This is an optimization exercise on Yosys and OpenROAD, whose aim is small area, not a production implementation.
Only simulation tests tie the RTL to the original design; equivalence was not proved.

Design lcd2004_driver, start of the top module:
module lcd2004_driver #(
    parameter int CLK_HZ          = 50_000_000,
    parameter int BOOT_WAIT_US    = 1_000,
    parameter int REFRESH_WAIT_US = 1_000
) (
    input  logic         clk,
    input  logic         rst,
    input  logic [47:0]  serial_number_i,
    input  logic         serial_done_i,
    input  logic [7:0]   chance_ascii_i,
    input  logic [479:0] msg_i,
    output logic         lcd_rs_o,
    output logic         lcd_en_o,
    output logic [3:0]   lcd_data_o,
    output logic         activated_o
);
    localparam logic [5:0] PRE_FIRST = 6'b011101;
    localparam logic [5:0] PRE_LAST  = 6'b001110;
    logic [5:0] pre;
    logic       tick;
    assign tick = (pre == PRE_FIRST);
    always_ff @(posedge clk or negedge rst) begin
        if (!rst) pre <= PRE_FIRST;
        else      pre <= {pre[4:0], pre[5] ^ pre[4] ^ (pre == PRE_LAST)};
    end
    localparam logic [1:0] M_WAIT = 2'd0, M_PRE = 2'd1, M_SEND = 2'd2;
    logic [10:0] tcnt;
    logic [1:0]  mode;
    logic        busy;
    logic [1:0]  row;
    logic [4:0]  col;
    logic start, lo_load, byte_end, is_long, wait_done, latch_en;
    assign start     = (mode == M_SEND) && !busy;
    assign is_long   = !activated_o && ((col == 5'd15) || (col == 5'd16) || (col == 5'd20));
    assign byte_end  = busy && tick && (tcnt == (is_long ? 11'd2018 : 11'd58));
    assign lo_load   = busy && tick && (tcnt == 11'd8);
    assign wait_done = (activated_o || (col == 5'd15)) ? (tcnt == 11'(REFRESH_WAIT_US))
                                                       : serial_done_i;
    assign latch_en  = (mode == M_WAIT) && wait_done;
    always_ff @(posedge clk or negedge rst) begin
        if (!rst) begin
            tcnt        <= '1;
            mode        <= M_WAIT;
            busy        <= 1'b0;
            row         <= 2'd3;
  ...
==> module lcd2004_driver, before the edit <==
module lcd2004_driver #(
    parameter int CLK_HZ          = 50_000_000,
    parameter int BOOT_WAIT_US    = 1_000,
    parameter int REFRESH_WAIT_US = 1_000
) (
    input  logic         clk,
    input  logic         rst,
    input  logic [47:0]  serial_number_i,
    input  logic         serial_done_i,
    input  logic [7:0]   chance_ascii_i,
    input  logic [479:0] msg_i,
    output logic         lcd_rs_o,
    output logic         lcd_en_o,
    output logic [3:0]   lcd_data_o,
    output logic         activated_o
);
    localparam logic [5:0] PRE_FIRST = 6'b011101;
    localparam logic [5:0] PRE_LAST  = 6'b001110;
    logic [5:0] pre;
    logic       tick;
    assign tick = (pre == PRE_FIRST);
    always_ff @(posedge clk or negedge rst) begin
        if (!rst) pre <= PRE_FIRST;
        else      pre <= {pre[4:0], pre[5] ^ pre[4] ^ (pre == PRE_LAST)};
    end
    localparam logic [1:0] M_WAIT = 2'd0, M_PRE = 2'd1, M_SEND = 2'd2;
    logic [10:0] tcnt;
    logic [1:0]  mode;
    logic        busy;
    logic [1:0]  row;
    logic [4:0]  col;
    logic start, lo_load, byte_end, is_long, wait_done, latch_en;
    assign start     = (mode == M_SEND) && !busy;
    assign is_long   = !activated_o && ((col == 5'd15) || (col == 5'd16) || (col == 5'd20));
    assign byte_end  = busy && tick && (tcnt == (is_long ? 11'd2018 : 11'd58));
    assign lo_load   = busy && tick && (tcnt == 11'd8);
    assign wait_done = (activated_o || (col == 5'd15)) ? (tcnt == 11'(REFRESH_WAIT_US))
                                                       : serial_done_i;
    assign latch_en  = (mode == M_WAIT) && wait_done;
    always_ff @(posedge clk or negedge rst) begin
        if (!rst) begin
            tcnt        <= '1;
            mode        <= M_WAIT;
            busy        <= 1'b0;
            row         <= 2'd3;
            col         <= 5'd15;
            activated_o <= 1'b0;
        end else begin
            if (start)     tcnt <= '0;
            else if (tick) tcnt <= tcnt + 1'b1;
            case (mode)
                M_WAIT:  if (wait_done) mode <= M_PRE;
                M_PRE:   mode <= M_SEND;
                default: if (start && row == 2'd3 && col == 5'd20) mode <= M_WAIT;
            endcase
            if (start)         busy <= 1'b1;
            else if (byte_end) busy <= 1'b0;
            if (byte_end) begin
                if (col == 5'd20) begin
                    col <= '0;
                    row <= row + 1'b1;
                end else begin
                    col <= col + 1'b1;
                end
            end
            if (start) begin
                if (row == 2'd0 && col == 5'd0) activated_o <= 1'b1;
            end
        end
    end
    assign lcd_rs_o = activated_o && (busy ? (col != 5'd0) : (col != 5'd1));
    assign lcd_en_o = busy && ((tcnt >= 11'd3 && tcnt <= 11'd5) || (tcnt >= 11'd12 && tcnt <= 11'd14));
    logic [47:0]  serial_q;
    logic [7:0]   chance_q;
    logic [479:0] msg_q;
    always_ff @(posedge clk) begin
        if (latch_en) begin
            serial_q <= serial_number_i;
            chance_q <= chance_ascii_i;
            msg_q    <= msg_i;
        end
    end
    logic [3:1]  rowsel;
    logic [20:1] coln;        
    logic [20:1] r0sel;       
    logic [7:0]  var_byte, const_byte, cur_byte;
    always_comb begin
        rowsel[1] = (row == 2'd1);
        rowsel[2] = (row == 2'd2);
        rowsel[3] = (row == 2'd3) && activated_o;
        for (int c = 1; c <= 20; c++) coln[c]   = !(col == 5'(c));
        for (int c = 1; c <= 20; c++) r0sel[c]  = (row == 2'd0) && (col == 5'(c));
    end
    logic [7:0] y1 [1:20];
    logic [7:0] g2 [0:9];
    logic [7:0] f0 [0:6];
    for (genvar c = 1; c <= 20; c++) begin : g_col
        for (genvar b = 0; b < 8; b++) begin : g_bit
            lcd_aoi222 u_l1 (
                .a0 (rowsel[1]), .b0 (msg_q[472 - 8*((1-1)*20 + c-1) + b]),
                .a1 (rowsel[2]), .b1 (msg_q[472 - 8*((2-1)*20 + c-1) + b]),
                .a2 (rowsel[3]), .b2 (msg_q[472 - 8*((3-1)*20 + c-1) + b]),
                .y  (y1[c][b])
            );
        end
    end
    for (genvar k = 0; k < 10; k++) begin : g_pair
        for (genvar b = 0; b < 8; b++) begin : g_bit
            lcd_oai22 u_l2 (
                .a0 (coln[2*k+1]), .b0 (y1[2*k+1][b]),
                .a1 (coln[2*k+2]), .b1 (y1[2*k+2][b]),
                .y  (g2[k][b])
            );
        end
    end
    for (genvar s = 0; s < 7; s++) begin : g_r0
        for (genvar b = 0; b < 8; b++) begin : g_bit
            if (s < 6) begin : g_sn
                lcd_nand2 u_f0 (.a (r0sel[5+s]), .b (serial_q[47 - 8*s - 7 + b]), .y (f0[s][b]));
            end else begin : g_ch
                lcd_nand2 u_f0 (.a (r0sel[20]), .b (chance_q[b]), .y (f0[s][b]));
            end
        end
    end
    always_comb begin
        var_byte = '0;
        for (int k = 0; k < 10; k++) var_byte = var_byte | g2[k];
        for (int s = 0; s < 7; s++)  var_byte = var_byte | ~f0[s];
    end
    always_comb begin
        if (col == 5'd0) begin
            case (row)
                2'd0:    const_byte = 8'h80;
                2'd1:    const_byte = 8'hC0;
                2'd2:    const_byte = 8'h94;
                default: const_byte = 8'hD4;
            endcase
        end else if (!activated_o) begin
            case (col)
                5'd15:   const_byte = 8'h33;
                5'd16:   const_byte = 8'h32;
                5'd17:   const_byte = 8'h28;
                5'd18:   const_byte = 8'h0C;
                5'd19:   const_byte = 8'h06;
                default: const_byte = 8'h01;
            endcase
        end else if (row == 2'd0) begin
            case (col)
                5'd1:  const_byte = "S";
                5'd2:  const_byte = "N";
                5'd3:  const_byte = ":";
                5'd5, 5'd6, 5'd7, 5'd8, 5'd9, 5'd10, 5'd20:
                       const_byte = 8'h00;
                5'd12: const_byte = "c";
                5'd13: const_byte = "h";
                5'd14: const_byte = "a";
                5'd15: const_byte = "n";
                5'd16: const_byte = "c";
                5'd17: const_byte = "e";
                5'd18: const_byte = ":";
                default: const_byte = " ";
            endcase
        end else begin
            const_byte = 8'h00;
        end
    end
    assign cur_byte = var_byte | const_byte;
    always_ff @(posedge clk or negedge rst) begin
        if (!rst)         lcd_data_o <= '0;
        else if (start)   lcd_data_o <= cur_byte[7:4];
        else if (lo_load) lcd_data_o <= cur_byte[3:0];
    end
endmodule
==> flow/config.mk <==
export PLATFORM = sky130hd
export DESIGN_NAME = lcd2004_driver
export DESIGN_NICKNAME = lcd2004_driver
export VERILOG_FILES = /design/flow/design.v
export SDC_FILE = /design/flow/constraint.sdc
export NUM_CORES = 4
export LEC_CHECK = 0
export CAP_MARGIN = 20
export CORE_MARGIN = 2
export CORE_UTILIZATION = 40
export SLEW_MARGIN = 20
export SYNTH_HIERARCHICAL = 1
export SYNTH_MINIMUM_KEEP_SIZE = 0
==> flow/constraint.sdc <==
create_clock -name core_clock -period 20.0 [get_ports {clk}]
set_input_delay 4.0000 -clock core_clock [delete_from_list [all_inputs] [get_ports {clk}]]
set_output_delay 4.0000 -clock core_clock [all_outputs]
set_load 0.01 [all_outputs]
standard.sh (not shown) runs the stock make flow with config.mk's settings and CLKGATE_MAP_FILE= SYNTH_SCRIPT=/design/flow/synth_recipe.tcl, a recipe that flattens the netlist after the stock synthesis.
==> flow/flow/run.sh <==
#!/bin/bash
# Own layout flow: the standard synthesis and ORFS flow, with single-size
# port buffers and a clustered clock tree without dummy loads.
set -uo pipefail
bash standard.sh synth > synth.log 2>&1 || exit 1
bash standard.sh \
  BUFFER_PORTS_ARGS="-buffer_cell sky130_fd_sc_hd__buf_1" \
  CTS_ARGS="-sink_clustering_enable -repair_clock_nets -dont_use_dummy_load -buf_list sky130_fd_sc_hd__clkbuf_8 -sink_clustering_size 16 -sink_clustering_max_diameter 80" \
  finish > layout.log 2>&1 || exit 1
Then changed:
--- a/flow/design.v
+++ b/flow/design.v
@@ -35,12 +35,12 @@
     output logic         activated_o
 );
-    localparam logic [5:0] PRE_FIRST = 6'b011101;
-    localparam logic [5:0] PRE_LAST  = 6'b001110;
+    localparam int DIV = CLK_HZ / 1_000_000;
     logic [5:0] pre;
     logic       tick;
-    assign tick = (pre == PRE_FIRST);
+    assign tick = (pre == 6'd0);
     always_ff @(posedge clk or negedge rst) begin
-        if (!rst) pre <= PRE_FIRST;
-        else      pre <= {pre[4:0], pre[5] ^ pre[4] ^ (pre == PRE_LAST)};
+        if (!rst)                    pre <= '0;
+        else if (pre == 6'(DIV - 1)) pre <= '0;
+        else                         pre <= pre + 1'b1;
     end
     localparam logic [1:0] M_WAIT = 2'd0, M_PRE = 2'd1, M_SEND = 2'd2;
@@ -66,4 +66,5 @@
             col         <= 5'd15;
             activated_o <= 1'b0;
+            lcd_rs_o    <= 1'b0;
         end else begin
             if (start)     tcnt <= '0;
@@ -85,9 +86,9 @@
             end
             if (start) begin
+                lcd_rs_o <= activated_o && (col != 5'd0);
                 if (row == 2'd0 && col == 5'd0) activated_o <= 1'b1;
             end
         end
     end
-    assign lcd_rs_o = activated_o && (busy ? (col != 5'd0) : (col != 5'd1));
     assign lcd_en_o = busy && ((tcnt >= 11'd3 && tcnt <= 11'd5) || (tcnt >= 11'd12 && tcnt <= 11'd14));
     logic [47:0]  serial_q;
@@ -106,9 +107,7 @@
     logic [7:0]  var_byte, const_byte, cur_byte;
     always_comb begin
-        rowsel[1] = (row == 2'd1);
-        rowsel[2] = (row == 2'd2);
-        rowsel[3] = (row == 2'd3) && activated_o;
-        for (int c = 1; c <= 20; c++) coln[c]   = !(col == 5'(c));
-        for (int c = 1; c <= 20; c++) r0sel[c]  = (row == 2'd0) && (col == 5'(c));
+        for (int r = 1; r < 4; r++)   rowsel[r] = (row == 2'(r));
+        for (int c = 1; c <= 20; c++) coln[c]   = !(activated_o && col == 5'(c));
+        for (int c = 1; c <= 20; c++) r0sel[c]  = activated_o && row == 2'd0 && col == 5'(c);
     end
     logic [7:0] y1 [1:20];
=> Area after synthesis is higher by about 0.8%; global-route usage rose by 0.21 points; maximum frequency goes down by about 10%; via count grows by about 1.9%; worst setup slack loses 750 ps; sequential share of layout area decreases by 0.26 points; non-clock buffer count decreases by 1; cell count is higher by 1.4%; first-iteration DRC count went up by about 18%; cell area climbs by 0.51%; die area climbs by 0.75%.

==> re-timing with driven ports <==
How much do the figures lean on ideal ports? The routed layouts below were timed once more, with nothing changed but the port constraints. Step 1 (the two cells are an assumption about what drives the block):
set clk [get_ports {clk}]
set_driving_cell -lib_cell sky130_fd_sc_hd__clkbuf_16 $clk
set_driving_cell -lib_cell sky130_fd_sc_hd__buf_2 [delete_from_list [all_inputs] $clk]
Step 2 moves the port delays by t, midway between the first and last clock arrival at a register: inputs arrive t later, outputs are due t later. That takes back most of the time a late clock gives input paths. a / b / c = ideal / step 1 / step 2; a / b = the first two.
run | t, ns | slack for setup (ns) | hold slack, ns | worst setup path at the end | pins driven straight from the clock port
the first run | 0.683 | 13.494 / 13.514 / 12.830 | 0.379 / 0.379 / 0.379 | input to register | 1
the second run | 0.676 | 12.745 / 12.770 / 12.094 | 0.514 / 0.514 / 0.514 | input to register | 1
After both steps every run listed still meets setup and hold. The setup slack of the first run, which loses most, moves by +0.020 ns with the drivers and by -0.664 ns with both steps.
